From an optimization exercise on the open Yosys and OpenROAD flow, aimed at small area and a short achievable clock period; shortcuts taken in it are not production practice. In this exercise RTL edits were held to simulation tests only and were not proved equivalent to the original. Power figures rest on the tool's default switching activity, not on a simulated workload.

==> flow/run.sh <==
#!/bin/bash
# synth_recipe.tcl (not shown) runs the flow's synth.tcl, then flattens the netlist and writes it again
# the make line also repeats each setting of config.mk as NAME=value (left out here)
make -C /OpenROAD-flow-scripts/flow DESIGN_CONFIG=/design/flow/config.mk WORK_HOME=/design/flow/orfs CLKGATE_MAP_FILE= SYNTH_SCRIPT=/design/flow/synth_recipe.tcl finish
==> flow/config.mk <==
export PLATFORM = sky130hd
export DESIGN_NAME = dvp_frame_writer
export DESIGN_NICKNAME = dvp_frame_writer
export VERILOG_FILES = /design/flow/design.v
export SDC_FILE = /design/flow/constraint.sdc
export NUM_CORES = 4
export LEC_CHECK = 0
export CAP_MARGIN = 20
export CORE_MARGIN = 2
export CORE_UTILIZATION = 40
export SLEW_MARGIN = 20
==> flow/constraint.sdc <==
create_clock -name core_clock -period 7.0 [get_ports {sclk}]
set_input_delay 1.4000 -clock core_clock [delete_from_list [all_inputs] [get_ports {sclk}]]
set_output_delay 1.4000 -clock core_clock [all_outputs]
set_load 0.01 [all_outputs]
==> flow/design.v <==
module dvp_frame_writer #(
    parameter int BURST_LEN    = 64,
    parameter int FIFO_DEPTH   = 256,
    parameter int FRAME_PIXELS = 307200,
    parameter int ADDR_W       = 20,
    parameter int BASE_ADDR    = 0
) (
    input  logic                        sclk,          
    input  logic                        rst,           
    input  logic                        frame_start,   
    input  logic                        pix_valid,     
    input  logic [15:0]                 pix_data,      
    output logic                        wr_req,        
    output logic [ADDR_W-1:0]           wr_addr,       
    input  logic                        wr_ack,        
    input  logic                        wr_data_rd,    
    output logic [15:0]                 wr_data,       
    output logic [$clog2(FIFO_DEPTH):0] fifo_level,    
    output logic                        overflow,      
    output logic                        frame_done     
);
    localparam int PW     = $clog2(FIFO_DEPTH);
    localparam int LW     = PW + 1;
    localparam int NBURST = FRAME_PIXELS / BURST_LEN;
    localparam int CW     = $clog2(FRAME_PIXELS + 1);
    localparam int BW     = $clog2(NBURST + 1);
    localparam int KW     = $clog2(BURST_LEN + 1);
    typedef enum logic [2:0] {S_IDLE, S_FILL, S_REQ, S_XFER, S_DONE} state_t;
    state_t          state_q, state_d;
    logic [PW-1:0]   wr_ptr_q, wr_ptr_d, rd_ptr_q, rd_ptr_d, rd_next;
    logic [LW-1:0]   level_q, level_d;
    logic [CW-1:0]   in_cnt_q, in_cnt_d;
    logic [BW-1:0]   burst_idx_q, burst_idx_d;
    logic [KW-1:0]   pop_cnt_q, pop_cnt_d;
    logic            pending_q, pending_d;
    logic            overflow_q, overflow_d;
    logic [15:0]     head_q, head_d;
    logic [15:0]     mem_q [FIFO_DEPTH];
    logic accepting, full, in_room, push, pop, last_pop, restart;
    always_comb begin
        state_d     = state_q;
        wr_ptr_d    = wr_ptr_q;
        rd_ptr_d    = rd_ptr_q;
        level_d     = level_q;
        in_cnt_d    = in_cnt_q;
        burst_idx_d = burst_idx_q;
        pop_cnt_d   = pop_cnt_q;
        pending_d   = pending_q;
        overflow_d  = overflow_q;
        head_d      = head_q;
        restart     = 1'b0;
        rd_next     = rd_ptr_q + PW'(1);
        accepting = (state_q == S_FILL || state_q == S_REQ || state_q == S_XFER) && !pending_q;
        full      = (level_q == LW'(FIFO_DEPTH));
        in_room   = (in_cnt_q < CW'(FRAME_PIXELS));
        pop       = (state_q == S_XFER) && wr_data_rd && (level_q != '0);
        last_pop  = pop && (pop_cnt_q == KW'(BURST_LEN - 1));
        case (state_q)
            S_IDLE: if (frame_start) restart = 1'b1;
            S_FILL: begin
                if (frame_start) restart = 1'b1;
                else if (level_q >= LW'(BURST_LEN)) state_d = S_REQ;
            end
            S_REQ: begin
                if (frame_start) pending_d = 1'b1;
                if (wr_ack) state_d = S_XFER;
            end
            S_XFER: begin
                if (frame_start) pending_d = 1'b1;
                if (last_pop) begin
                    if (pending_q || frame_start) restart = 1'b1;
                    else if (burst_idx_q == BW'(NBURST - 1)) state_d = S_DONE;
                    else state_d = S_FILL;
                end
            end
            S_DONE: begin
                if (frame_start) restart = 1'b1;
                else state_d = S_IDLE;
            end
            default: state_d = S_IDLE;
        endcase
        push = accepting && pix_valid && !full && in_room && !restart;
        if (accepting && pix_valid && full && in_room) overflow_d = 1'b1;
        if (push) begin
            wr_ptr_d = wr_ptr_q + PW'(1);
            in_cnt_d = in_cnt_q + CW'(1);
        end
        if (pop) begin
            rd_ptr_d  = rd_next;
            pop_cnt_d = last_pop ? '0 : pop_cnt_q + KW'(1);
        end
        if (last_pop) burst_idx_d = burst_idx_q + BW'(1);
        level_d = level_q + LW'(push) - LW'(pop);
        if (push && (level_q == '0 || (pop && level_q == LW'(1)))) head_d = pix_data;
        else if (pop && level_q > LW'(1)) head_d = mem_q[rd_next];
        if (restart) begin
            state_d     = S_FILL;
            wr_ptr_d    = '0;
            rd_ptr_d    = '0;
            level_d     = '0;
            in_cnt_d    = '0;
            burst_idx_d = '0;
            pop_cnt_d   = '0;
            pending_d   = 1'b0;
            overflow_d  = 1'b0;
        end
    end
    always_ff @(posedge sclk) begin
        if (rst) begin
            state_q     <= S_IDLE;
            wr_ptr_q    <= '0;
            rd_ptr_q    <= '0;
            level_q     <= '0;
            in_cnt_q    <= '0;
            burst_idx_q <= '0;
            pop_cnt_q   <= '0;
            pending_q   <= 1'b0;
            overflow_q  <= 1'b0;
            head_q      <= '0;
        end else begin
            state_q     <= state_d;
            wr_ptr_q    <= wr_ptr_d;
            rd_ptr_q    <= rd_ptr_d;
            level_q     <= level_d;
            in_cnt_q    <= in_cnt_d;
            burst_idx_q <= burst_idx_d;
            pop_cnt_q   <= pop_cnt_d;
            pending_q   <= pending_d;
            overflow_q  <= overflow_d;
            head_q      <= head_d;
        end
    end
    always_ff @(posedge sclk) begin
        if (push) mem_q[wr_ptr_q] <= pix_data;
    end
    assign wr_req     = (state_q == S_REQ);
    assign wr_addr    = ADDR_W'(BASE_ADDR) + ADDR_W'(burst_idx_q * BURST_LEN);
    assign wr_data    = head_q;
    assign fifo_level = level_q;
    assign overflow   = overflow_q;
    assign frame_done = (state_q == S_DONE);
endmodule
==> results_dict.tcl <==
set metrics [dict create \
    startpoint "rd_ptr_q[0]" \
    synth_common_cells "edfxtp_1, mux4_2, nor2_1, clkbuf_1, a21boi_0" \
    r2r-end "head_q[3]" \
    die_h_microns 638.5 \
    rsz0062_at_grt "false" \
    dp_slack_ns 1.495 \
    clockBufferDepth 4 \
    crit_arrival_ns 6.26 \
    ctsHoldBuffers 0 \
    gp_congestion 0.8413 \
    yosys_warnings 1 \
    power.density_mw_per_mm2 274.2 \
    endpoint_kind "flip-flop" \
    post_cts.repair.setup_buffers 0 \
    numCtsBuffers 421 \
    drt-pass1-iter-count 7 \
    syn_area_sq_mm 0.1610 \
    design_area_sq_mm 0.1843 \
    clock-sinks 4181 \
    syn_inst 7405 \
    syn_to_final_growth_pct 14.46 \
    period_share_pct 77.09 \
    reg2reg_setup_slack_ns 1.60 \
    postLayoutCoreUtil_pct 46.08 \
    synth_edf_count 4096 \
    rows 232 \
    clk-insertion-delay-late_ns 0.97 \
    r2r_cells 10 \
    grt_pass1_vias 79027 \
    ioPinCount 70 \
    die_area_sq_mm 0.4076 \
    hold_depth 2 \
    tightest_slew_ns 1.395 \
    status "finished clean" \
    setup.worst_path.end "head_q[3]" \
    min_period_ns 5.396 \
    path_clk_slew_ns 0.06 \
    cts_resized 0 \
    ys_types 64 \
    finalHoldViolations 0 \
    antenna_found_initial 22 \
    tns_ns 0 \
    ys_ff_latch 4181 \
    cts_root_buf "clkbuf_16" \
    grt_max_degree 194 \
    coreArea_sq_mm 0.4000 \
    ys_seq_area_share_pct 77.44 \
    crit_path_start_kind "flip-flop" \
    crit_fanout 28 \
    final_antenna_net_count 0 \
    synth_area_leaders "edfxtp_1, mux4_2, a22o_1" \
    setup_ws_ns 1.604 \
    numPortBuffers 62 \
    grt.total_usage_pct 20.28 \
    h-tree-depth 5 \
    synthDominantCellAreaShare_pct 76.39 \
    fin_nets 7934 \
    setup_viol 0 \
    num_vias 79263 \
    skew_ns 0.05742 \
    relSlewSlack_pct 6.983 \
    vias_per_cell 5.868 \
    drive_above_1_share_pct 25.92 \
    placed_area_sq_mm 0.1706 \
    ys.flop_type "edfxtp_1" \
    fp.dieW_microns 638.5 \
    dp_hpwl_microns 244600 \
    ir_drop_v 0.0002268 \
    fmax_ghz 0.1853 \
    yosysTopAreaCell "edfxtp_1" \
    syn_avg_cell_area_sq_um 21.74 \
    yosysMostFrequentCell "edfxtp_1" \
    drc_errors 0 \
    rr_startpoint "rd_ptr_q[0]" \
    max_cap_violations 0 \
    wirelength_microns 419900 \
    grt_first_pass_wirelength_microns 596800 \
    async_flop_share_pct 0 \
    hp-class "reg2reg" \
    wl_per_cell_microns 31.08 \
    hold_ws_ns 0.4607 \
    drtIter0Drc 10701 \
    cts_tree "built" \
    report.final.slew_viol_count 0 \
    leakagePower_nw 55.70 \
    start_util_pct 40.25 \
    path_class "reg2reg" \
    grt_remaining_overflow 0 \
    cp_data_required_time_ns 7.86 \
]
## where the power goes
part	internal [mW]	switching, mW
clock	13.0	9.37
sequential	27.5	0.0178
combinational	0.115	0.575
## cell type report
type	instances	area [sq um]
Antenna cell	5	12.51
Clock buffer	511	11090
Clock inverter	262	2544
Fill cell	32931	215700
Inverter	30	115.1
Multi-Input combinational cell	2732	34600
Sequential cell	4181	124700
Tap cell	5265	6588
Timing Repair Buffer	521	4654
## state kept, by name (all words and copies together) (netlist names), 3 cells and up
name,flops
burst_idx_q,13
head_q,16
in_cnt_q,19
level_q,9
mem_q,4096
pop_cnt_q,7
rd_ptr_q,8
state_q,3
wr_ptr_q,8
## cells by family after synthesis
kind of cell    after synthesis  synth area share (%)
flops                      4181                 77.44
buf+inv                     498                 1.251
mux                        1028                 14.35
simple gates                615                 1.783
xor+xnor                     51                0.2774
fa+ha+maj                    25                0.1989
other cells                   1              0.002329
compound gates             1006                 4.697
## worst max-delay path, cell delays in order, from the launching register on
cell and delay [ns]:
dfxtp_4 0.70, ha_4 0.69, buf_12 0.29, buf_4 0.21
mux4_2 0.36, a21boi_0 0.16, o41ai_1 1.09, nand4_1 0.51
a21oi_1 0.75, a41oi_1 0.21, a22o_1 0.24
## routing by layer
metal  global-route usage (%)  up-vias  wire length [microns]
li1                         -    32310                      -
met4                    6.036        4                  13180
met1                    28.86    42816                 173100
met3                    3.241      581                  33060
met2                    32.38     3552                 200500
met5                        0        -                     23
## cell usage in the layout, fill, tap and decap left out, drive strengths merged, types with 10 or more instances in the layout
cell              n
o41ai            65
dfxtp            85
clkbuf          511
edfxtp         4096
xnor2            23
clkdlybuf4s50    46
or3              10
o21ai            76
buf             475
nand3            34
nand4            33
xor2             28
and2            101
inv              44
a22o            224
bufinv           47
nor2            353
a41oi            32
a22oi           128
a21boi          258
clkinvlp         13
a21oi           106
mux4           1024
ha               24
a41o             17
nand2            37
clkinv          188
o31ai            80
nor2b            10
## stage by stage
stage / total power, mW / cells
finish: 50.54 / 13507
global route: 51.87 / 13503
CTS: 50.90 / 13501
detailed placement: 28.74 / 12728
global placement: 28.71 / 12727
floorplan: 28.16 / 7411
## worst min path at each step
stage	startpoint	to	slack (ns)
after floorplan	pop_cnt_q[6]	pop_cnt_q[6]	0.42
after global placement	pop_cnt_q[6]	pop_cnt_q[6]	0.43
after detailed placement	pop_cnt_q[6]	pop_cnt_q[6]	0.44
after CTS	pop_cnt_q[6]	pop_cnt_q[6]	0.46
after global routing	pop_cnt_q[6]	pop_cnt_q[6]	0.49
final	pop_cnt_q[6]	pop_cnt_q[6]	0.46

==> what the ideal ports hide <==
Ports are ideal in the flow. The routed layout listed here was re-timed in OpenROAD.
Step 1 (the two cells are an assumption about what drives the block):
set clk [get_ports {sclk}]
set_driving_cell -lib_cell sky130_fd_sc_hd__clkbuf_16 $clk
set_driving_cell -lib_cell sky130_fd_sc_hd__buf_2 [delete_from_list [all_inputs] $clk]
Step 2 moves the port delays by t, midway between the first and last clock arrival at a register: inputs arrive t later, outputs are due t later. That takes back most of the time a late clock gives input paths.
a / b / c = ideal ports / drivers / drivers and shift; a / b = the first two.
t (ns): 1.051
setup WS [ns]: 1.604 / 1.604 / 1.516
worst slew at a driven data input, ns: 0.15
After both steps this run still meets setup and hold. For this run, drivers alone change the setup slack by 0.000 ns; drivers and shift together by -0.088 ns.
